This is an optimization exercise on Yosys and OpenROAD, whose aim is small area, a short achievable clock period and few clock cycles per item, not a production implementation. Where RTL was checked, it was by simulation tests only, not by an equivalence proof against the original. Power and IR drop assume default switching activity.

== AL ==
==> flow/design.v <==
`timescale 1ns / 1ps
package tcpqs_pkg;
    localparam int NUM_CLASSES = 3;
    localparam int ID_W        = 37;
    localparam int TOTAL_W     = 16;
    localparam int UPR_W       = 4;
    localparam int ITEM_W      = 40;
    localparam logic [0:0] REQ_ENQUEUE = 1'b0;
    localparam logic [0:0] REQ_SERVE   = 1'b1;
    localparam logic [1:0] CLASS_EMERGENCY = 2'd0;
    localparam logic [1:0] CLASS_URGENT    = 2'd1;
    localparam logic [1:0] CLASS_REGULAR   = 2'd2;
    localparam logic [1:0] CLASS_INVALID   = 2'd3;
    localparam logic [2:0] STATUS_ENQUEUED = 3'd0;
    localparam logic [2:0] STATUS_SERVED   = 3'd1;
    localparam logic [2:0] STATUS_EMPTY    = 3'd2;
    localparam logic [2:0] STATUS_FULL     = 3'd3;
    localparam logic [2:0] STATUS_INVALID  = 3'd4;
    localparam logic [TOTAL_W-1:0] COUNT_MAX = 16'hFFFF;
    localparam logic [UPR_W-1:0]   UPR_RESET = 4'd3;
endpackage
`timescale 1ns / 1ps
module tcpqs_ctrl
(
    input  logic                          clk,
    input  logic                          rst_n,
    input  logic                          in_valid,
    output logic                          in_ready,
    input  logic [tcpqs_pkg::ITEM_W-1:0]  in_item,
    input  logic                          fire,
    output logic                          stg_valid,
    output logic [tcpqs_pkg::ITEM_W-1:0]  stg_item
);
    logic                          skid_valid;
    logic [tcpqs_pkg::ITEM_W-1:0]  skid_item;
    logic                          accept;
    logic                          stg_open;
    logic                          in_ready_reg;
    assign in_ready = in_ready_reg;
    assign accept   = in_valid && in_ready_reg;
    assign stg_open = fire || !stg_valid;
    always_ff @(posedge clk)
    begin
        if (stg_open)
        begin
            stg_item <= skid_valid ? skid_item : in_item;
        end
        if (!stg_open && !skid_valid)
        begin
            skid_item <= in_item;
        end
    end
    always_ff @(posedge clk or negedge rst_n)
    begin
        if (!rst_n)
        begin
            stg_valid    <= 1'b0;
            skid_valid   <= 1'b0;
            in_ready_reg <= 1'b0;
        end
        else
        begin
            if (stg_open)
            begin
                stg_valid  <= skid_valid || accept;
                skid_valid <= 1'b0;
            end
            else if (accept)
            begin
                skid_valid <= 1'b1;
            end
            in_ready_reg <= stg_open || !(skid_valid || accept);
        end
    end
endmodule
`timescale 1ns / 1ps
module tcpqs_dp #(
    parameter int QUEUE_DEPTH = 16
)
(
    input  logic                            clk,
    input  logic                            rst_n,
    input  logic                            exec,
    input  logic [tcpqs_pkg::ITEM_W-1:0]    stg_item,
    input  logic                            cfg_wr_en,
    input  logic [tcpqs_pkg::UPR_W-1:0]     cfg_wr_data,
    output logic [89:0]                     out_item
);
    localparam int NC    = tcpqs_pkg::NUM_CLASSES;
    localparam int TW    = tcpqs_pkg::TOTAL_W;
    localparam int IW    = tcpqs_pkg::ID_W;
    localparam int UW    = tcpqs_pkg::UPR_W;
    localparam int QD    = QUEUE_DEPTH;
    logic [IW-1:0]            slot [NC][QD];
    logic [NC-1:0][QD-1:0]    head_sel;    
    logic [NC-1:0]            empty;
    logic [NC-1:0]            full;
    logic [NC-1:0][TW-1:0]    total;
    logic [UW-1:0]            streak;
    logic [UW-1:0]            ratio;
    logic                     streak_low;  
    logic [NC-1:0]            serve_pick;  
    logic [2:0]               res_status;
    logic [1:0]               res_class;
    logic [IW-1:0]            res_id;
    logic [NC-1:0][QD-1:0]    head_sel_n;
    logic [NC-1:0]            empty_n;
    logic [NC-1:0]            full_n;
    logic [NC-1:0][TW-1:0]    total_n;
    logic [UW-1:0]            streak_n;
    logic [UW-1:0]            ratio_n;
    logic                     streak_low_n;
    logic [NC-1:0]            serve_pick_n;
    logic                     upd_low;
    logic                     hold_low;
    logic [NC-1:0]            upd_pick;
    logic [NC-1:0]            hold_pick;
    logic                     req_serve;
    logic [1:0]               cls;
    logic [IW-1:0]            id;
    logic [NC-1:0]            enq;       
    logic [NC-1:0]            shift;     
    logic [NC-1:0]            deq;       
    logic [NC-1:0][IW-1:0]    head;
    logic [NC-1:0]            last_one;  
    logic [NC-1:0]            one_free;  
    logic [2:0]               status_n;
    logic [1:0]               class_n;
    logic [IW-1:0]            id_n;
    assign req_serve = stg_item[39];
    assign cls       = stg_item[38:37];
    assign id        = stg_item[IW-1:0];
    always_comb
    begin
        for (int c = 0; c < NC; c++)
        begin
            enq[c]  = !req_serve && (cls == 2'(c)) && !full[c];
            deq[c]  = req_serve && serve_pick[c];
            shift[c] = exec && enq[c];
            head[c]  = '0;
            for (int i = 0; i < QD; i++)
            begin
                head[c] = head[c] | ({IW{head_sel[c][i]}} & slot[c][i]);
            end
            last_one[c] = head_sel[c][0];
            one_free[c] = head_sel[c][QD-2] && !empty[c];    
        end
    end
    always_comb
    begin
        if (req_serve)
        begin
            status_n = (|serve_pick) ? tcpqs_pkg::STATUS_SERVED : tcpqs_pkg::STATUS_EMPTY;
        end
        else if (cls == tcpqs_pkg::CLASS_INVALID)
        begin
            status_n = tcpqs_pkg::STATUS_INVALID;
        end
        else if (full[cls])
        begin
            status_n = tcpqs_pkg::STATUS_FULL;
        end
        else
        begin
            status_n = tcpqs_pkg::STATUS_ENQUEUED;
        end
        class_n = {deq[2], deq[1]};
        id_n    = ({IW{deq[0]}} & head[0]) | ({IW{deq[1]}} & head[1])
                | ({IW{deq[2]}} & head[2]);
    end
    always_comb
    begin
        head_sel_n = head_sel;
        empty_n  = empty;
        full_n   = full;
        total_n  = total;
        streak_n = streak;
        for (int c = 0; c < NC; c++)
        begin
            if (enq[c])
            begin
                if (!empty[c])
                begin
                    head_sel_n[c] = head_sel[c] << 1;
                end
                empty_n[c] = 1'b0;
                full_n[c]  = one_free[c];
            end
            if (deq[c])
            begin
                if (!last_one[c])
                begin
                    head_sel_n[c] = head_sel[c] >> 1;
                end
                full_n[c]  = 1'b0;
                empty_n[c] = last_one[c];
                if (total[c] != tcpqs_pkg::COUNT_MAX)
                begin
                    total_n[c] = total[c] + TW'(1);
                end
            end
        end
        if (deq[1])
        begin
            if (streak_low)
            begin
                streak_n = streak + UW'(1);
            end
        end
        else if (deq[2])
        begin
            streak_n = '0;
        end
        ratio_n = cfg_wr_en ? cfg_wr_data : ratio;
        upd_low     = streak_n < ratio_n;
        upd_pick[0] = !empty_n[0];
        upd_pick[1] = empty_n[0] && !empty_n[1] && (upd_low || empty_n[2]);
        upd_pick[2] = empty_n[0] && !empty_n[2] && (empty_n[1] || !upd_low);
        hold_low     = streak < ratio_n;
        hold_pick[0] = !empty[0];
        hold_pick[1] = empty[0] && !empty[1] && (hold_low || empty[2]);
        hold_pick[2] = empty[0] && !empty[2] && (empty[1] || !hold_low);
        streak_low_n = exec ? upd_low : hold_low;
        serve_pick_n = exec ? upd_pick : hold_pick;
    end
    always_ff @(posedge clk)
    begin
        for (int c = 0; c < NC; c++)
        begin
            if (shift[c])
            begin
                slot[c][0] <= id;
                for (int i = 1; i < QD; i++)
                begin
                    slot[c][i] <= slot[c][i-1];
                end
            end
        end
    end
    always_ff @(posedge clk or negedge rst_n)
    begin
        if (!rst_n)
        begin
            res_status <= tcpqs_pkg::STATUS_ENQUEUED;
            res_class  <= tcpqs_pkg::CLASS_EMERGENCY;
            res_id     <= '0;
        end
        else if (exec)
        begin
            res_status <= status_n;
            res_class  <= class_n;
            res_id     <= id_n;
        end
    end
    always_ff @(posedge clk or negedge rst_n)
    begin
        if (!rst_n)
        begin
            for (int c = 0; c < NC; c++)
            begin
                head_sel[c] <= QD'(1);
            end
            empty      <= '1;
            full       <= '0;
            total      <= '0;
            streak     <= '0;
            ratio      <= tcpqs_pkg::UPR_RESET;
            streak_low <= 1'b1;
            serve_pick <= '0;
        end
        else
        begin
            if (exec)
            begin
                head_sel <= head_sel_n;
                empty  <= empty_n;
                full   <= full_n;
                total  <= total_n;
                streak <= streak_n;
            end
            ratio      <= ratio_n;
            streak_low <= streak_low_n;
            serve_pick <= serve_pick_n;
        end
    end
    assign out_item = {res_status, res_class, res_id, total[0], total[1], total[2]};
endmodule
`timescale 1ns / 1ps
module three_class_priority_queue_scheduler #(
    parameter int QUEUE_DEPTH = 16
)
(
    input  logic                          clk,
    input  logic                          rst_n,
    input  logic                          in_valid,
    output logic                          in_ready,
    input  logic [39:0]                   in_item,
    output logic                          out_valid,
    input  logic                          out_ready,
    output logic [89:0]                   out_item,
    input  logic                          cfg_wr_en,
    input  logic [tcpqs_pkg::UPR_W-1:0]   cfg_wr_data
);
    logic        stg_valid;
    logic [39:0] stg_item;
    logic        fire;
    logic        out_valid_reg;     
    logic        out_empty;         
    assign fire      = stg_valid && (out_empty || out_ready);
    assign out_valid = out_valid_reg;
    always_ff @(posedge clk or negedge rst_n)
    begin
        if (!rst_n)
        begin
            out_valid_reg <= 1'b0;
            out_empty     <= 1'b1;
        end
        else if (fire)
        begin
            out_valid_reg <= 1'b1;
            out_empty     <= 1'b0;
        end
        else if (out_ready)
        begin
            out_valid_reg <= 1'b0;
            out_empty     <= 1'b1;
        end
    end
    tcpqs_ctrl u_ctrl
    (
        .clk       (clk),
        .rst_n     (rst_n),
        .in_valid  (in_valid),
        .in_ready  (in_ready),
        .in_item   (in_item),
        .fire      (fire),
        .stg_valid (stg_valid),
        .stg_item  (stg_item)
    );
    tcpqs_dp #(
        .QUEUE_DEPTH (QUEUE_DEPTH)
    ) u_dp
    (
        .clk         (clk),
        .rst_n       (rst_n),
        .exec        (fire),
        .stg_item    (stg_item),
        .cfg_wr_en   (cfg_wr_en),
        .cfg_wr_data (cfg_wr_data),
        .out_item    (out_item)
    );
endmodule
clock: 6.5 ns
lec_check: 0
cap_margin: 20
core_margin: 2
core_utilization: 70
cts_buf_list: sky130_fd_sc_hd__clkbuf_16
cts_cluster_diameter: 110
cts_cluster_size: 25
place_density: 0.8
setup_slack_margin: 4.0
slew_margin: 20
tns_end_percent: 5
run.sh (not shown) runs the stock make flow with config.mk's settings and CLKGATE_MAP_FILE= SYNTH_SCRIPT=/design/flow/synth_recipe.tcl, a recipe that flattens the netlist after the stock synthesis.
Testbench counts of AL, summed over its fixed seeds: cycles 16,016, items 16,000.
[inputs] PW vs AL
--- a/flow/design.v
+++ b/flow/design.v
@@ -178,21 +178,15 @@
         for (int c = 0; c < NC; c++)
         begin
             if (enq[c])
             begin
-                if (!empty[c])
-                begin
-                    head_sel_n[c] = head_sel[c] << 1;
-                end
+                head_sel_n[c] = empty[c] ? QD'(1) : head_sel[c] << 1;
                 empty_n[c] = 1'b0;
                 full_n[c]  = one_free[c];
             end
             if (deq[c])
             begin
-                if (!last_one[c])
-                begin
-                    head_sel_n[c] = head_sel[c] >> 1;
-                end
+                head_sel_n[c] = head_sel[c] >> 1;
                 full_n[c]  = 1'b0;
                 empty_n[c] = last_one[c];
                 if (total[c] != tcpqs_pkg::COUNT_MAX)
                 begin
@@ -224,8 +218,15 @@
         serve_pick_n = exec ? upd_pick : hold_pick;
     end
     always_ff @(posedge clk)
     begin
+        if (exec)
+        begin
+            head_sel <= head_sel_n;
+        end
+    end
+    always_ff @(posedge clk)
+    begin
         for (int c = 0; c < NC; c++)
         begin
             if (shift[c])
             begin
@@ -255,12 +256,8 @@
     always_ff @(posedge clk or negedge rst_n)
     begin
         if (!rst_n)
         begin
-            for (int c = 0; c < NC; c++)
-            begin
-                head_sel[c] <= QD'(1);
-            end
             empty      <= '1;
             full       <= '0;
             total      <= '0;
             streak     <= '0;
@@ -271,9 +268,8 @@
         else
         begin
             if (exec)
             begin
-                head_sel <= head_sel_n;
                 empty  <= empty_n;
                 full   <= full_n;
                 total  <= total_n;
                 streak <= streak_n;
Results
AL → PW: wire length fell by about 5%, clock tree skew after final layout fell by 0.0070 ns.
In PW relative to AL, largest net degree at the start of global routing had gone up by more than 10%.
Going from AL to PW, area of all placed cells without fillers shrinks by about 0.4%.
Total chip power: PW vs AL down 13%
Testbench counts of PW, summed over its fixed seeds: cycles 16,016, items 16,000.

* * *

Another version of the RTL of three_class_priority_queue_scheduler (not shown whole).
Size: about 2000 flip-flops, about 140 I/O pins.
clock: 6.5 ns
lec_check: 0
cap_margin: 20
core_margin: 2
core_utilization: 65
cts_buf_list: sky130_fd_sc_hd__clkbuf_16
cts_cluster_diameter: 100
cts_cluster_size: 20
place_density: 0.75
setup_slack_margin: 4.0
slew_margin: 20
The first run produced a clean layout.
Next try:
--- a/flow/design.v
+++ b/flow/design.v
@@ -19,63 +19,78 @@
     localparam logic [TOTAL_W-1:0] COUNT_MAX = 16'hFFFF;
     localparam logic [UPR_W-1:0]   UPR_RESET = 4'd3;
 endpackage
 `timescale 1ns / 1ps
 module tcpqs_ctrl
 (
     input  logic                          clk,
     input  logic                          rst_n,
     input  logic                          in_valid,
     output logic                          in_ready,
     input  logic [tcpqs_pkg::ITEM_W-1:0]  in_item,
     input  logic                          fire,
-    output logic                          cur_valid,
-    output logic [tcpqs_pkg::ITEM_W-1:0]  cur_item
+    output logic                          stg_valid,
+    output logic [tcpqs_pkg::ITEM_W-1:0]  stg_item
 );
     logic                          skid_valid;
     logic [tcpqs_pkg::ITEM_W-1:0]  skid_item;
+    logic                          accept;
+    logic                          stg_open;
     logic                          in_ready_reg;
-    assign in_ready  = in_ready_reg;
-    assign cur_valid = skid_valid || (in_valid && in_ready_reg);
-    assign cur_item  = skid_valid ? skid_item : in_item;
+    assign in_ready = in_ready_reg;
+    assign accept   = in_valid && in_ready_reg;
+    assign stg_open = fire || !stg_valid;
     always_ff @(posedge clk)
     begin
-        if (!skid_valid)
+        if (stg_open)
+        begin
+            stg_item <= skid_valid ? skid_item : in_item;
+        end
+        if (!stg_open && !skid_valid)
         begin
             skid_item <= in_item;
         end
     end
     always_ff @(posedge clk or negedge rst_n)
     begin
         if (!rst_n)
         begin
+            stg_valid    <= 1'b0;
             skid_valid   <= 1'b0;
             in_ready_reg <= 1'b0;
         end
         else
         begin
-            skid_valid   <= cur_valid && !fire;
-            in_ready_reg <= !(cur_valid && !fire);
+            if (stg_open)
+            begin
+                stg_valid  <= skid_valid || accept;
+                skid_valid <= 1'b0;
+            end
+            else if (accept)
+            begin
+                skid_valid <= 1'b1;
+            end
+            in_ready_reg <= stg_open || !(skid_valid || accept);
         end
     end
 endmodule
 `timescale 1ns / 1ps
 module tcpqs_dp #(
     parameter int QUEUE_DEPTH = 16
 )
 (
     input  logic                            clk,
     input  logic                            rst_n,
     input  logic                            exec,
-    input  logic [tcpqs_pkg::ITEM_W-1:0]    cur_item,
+    input  logic [tcpqs_pkg::ITEM_W-1:0]    stg_item,
     input  logic                            cfg_wr_en,
     input  logic [tcpqs_pkg::UPR_W-1:0]     cfg_wr_data,
     output logic [89:0]                     out_item
 );
     localparam int PTR_W = (QUEUE_DEPTH > 1) ? $clog2(QUEUE_DEPTH) : 1;
     localparam int NC    = tcpqs_pkg::NUM_CLASSES;
     localparam int TW    = tcpqs_pkg::TOTAL_W;
     localparam int IW    = tcpqs_pkg::ID_W;
     localparam int UW    = tcpqs_pkg::UPR_W;
     localparam int QD    = QUEUE_DEPTH;
     logic [IW-1:0]            slot [NC][QD];
     logic [NC-1:0][QD-1:0]    rd_sel;      
@@ -111,27 +126,27 @@
     logic [NC-1:0][IW-1:0]    head;
     logic [NC-1:0]            last_one;  
     logic [NC-1:0]            one_free;  
     logic [2:0]               status_n;
     logic [1:0]               class_n;
     logic [IW-1:0]            id_n;
     function automatic logic [PTR_W-1:0] ptr_inc(input logic [PTR_W-1:0] p);
         ptr_inc = (p == PTR_W'(QD - 1)) ? '0 : p + PTR_W'(1);
     endfunction
     function automatic logic [PTR_W-1:0] ptr_dec(input logic [PTR_W-1:0] p);
         ptr_dec = (p == '0) ? PTR_W'(QD - 1) : p - PTR_W'(1);
     endfunction
-    assign req_serve = cur_item[39];
-    assign cls       = cur_item[38:37];
-    assign id        = cur_item[IW-1:0];
+    assign req_serve = stg_item[39];
+    assign cls       = stg_item[38:37];
+    assign id        = stg_item[IW-1:0];
     always_comb
     begin
         for (int c = 0; c < NC; c++)
         begin
             enq[c]  = !req_serve && (cls == 2'(c)) && !full[c];
             deq[c]  = req_serve && serve_pick[c];
             head[c] = '0;
             for (int i = 0; i < QD; i++)
             begin
                 head[c] = head[c] | ({IW{rd_sel[c][i]}} & slot[c][i]);
             end
             last_one[c] = rd_sel[c][ptr_dec(wr_ptr[c])];
@@ -280,30 +295,30 @@
 (
     input  logic                          clk,
     input  logic                          rst_n,
     input  logic                          in_valid,
     output logic                          in_ready,
     input  logic [39:0]                   in_item,
     output logic                          out_valid,
     input  logic                          out_ready,
     output logic [89:0]                   out_item,
     input  logic                          cfg_wr_en,
     input  logic [tcpqs_pkg::UPR_W-1:0]   cfg_wr_data
 );
-    logic        cur_valid;
-    logic [39:0] cur_item;
+    logic        stg_valid;
+    logic [39:0] stg_item;
     logic        fire;
     logic        out_valid_reg;     
     logic        out_empty;         
-    assign fire      = cur_valid && (out_empty || out_ready);
+    assign fire      = stg_valid && (out_empty || out_ready);
     assign out_valid = out_valid_reg;
     always_ff @(posedge clk or negedge rst_n)
     begin
         if (!rst_n)
         begin
             out_valid_reg <= 1'b0;
             out_empty     <= 1'b1;
         end
         else if (fire)
         begin
             out_valid_reg <= 1'b1;
             out_empty     <= 1'b0;
@@ -313,28 +328,28 @@
             out_valid_reg <= 1'b0;
             out_empty     <= 1'b1;
         end
     end
     tcpqs_ctrl u_ctrl
     (
         .clk       (clk),
         .rst_n     (rst_n),
         .in_valid  (in_valid),
         .in_ready  (in_ready),
         .in_item   (in_item),
         .fire      (fire),
-        .cur_valid (cur_valid),
-        .cur_item  (cur_item)
+        .stg_valid (stg_valid),
+        .stg_item  (stg_item)
     );
     tcpqs_dp #(
         .QUEUE_DEPTH (QUEUE_DEPTH)
     ) u_dp
     (
         .clk         (clk),
         .rst_n       (rst_n),
         .exec        (fire),
-        .cur_item    (cur_item),
+        .stg_item    (stg_item),
         .cfg_wr_en   (cfg_wr_en),
         .cfg_wr_data (cfg_wr_data),
         .out_item    (out_item)
     );
 endmodule
Routed wire length falls by 6.0%.
Clock skew falls by 5.0 ps.
First-iteration DRC count falls by 8.5%.
Die area rises by 2.2%.
Critical path depth stays the same.
Clock power hardly moves.
Combinational power falls by about 3%.
Setup slack degrades by 13 ps.
Global-route usage falls by 1.8 points.
Utilization falls by 2.4 points.
Clock-buffer cell count stays the same.
Power rises by 2.2%.
Via count falls by 3.0%.
Synthesized area rises by 2.2%.
Testbench counts after the change, summed over its fixed seeds: cycles 16,016, items 16,000.
Only the layout flow was run in the first run of this note; the RTL was not checked for function there.

==> static timing again, ports no longer ideal <==
In the flow no input, the clock included, has a driving cell. The finished layouts below were timed again as built, in two steps.
Step 1: set_driving_cell puts a clkbuf_16 on clk and a buf_2 on each other input, an assumption about the parent block.
Step 2, shift: input delay + t, output delay - t, t = (earliest + latest rising clock arrival at the registers) / 2. This alone moves slack from input paths to output paths.
a / b / c = ideal ports / drivers / drivers and shift; a / b = the first two.
run	t, ns	setup slack, ns	worst data-port slew with drivers (ns)
AL	0.778	3.826 / 3.751 / 3.267	0.13
PW	0.774	3.837 / 3.763 / 3.253	0.12
the first run of note 2	0.812	3.816 / 3.735 / 3.078	0.07
the second run of note 2	0.820	3.803 / 3.721 / 3.314	0.05
After both steps setup and hold are still met in every run listed. The setup slack of the first run of note 2, which loses most, moves by -0.081 ns with the drivers and by -0.738 ns with both steps.
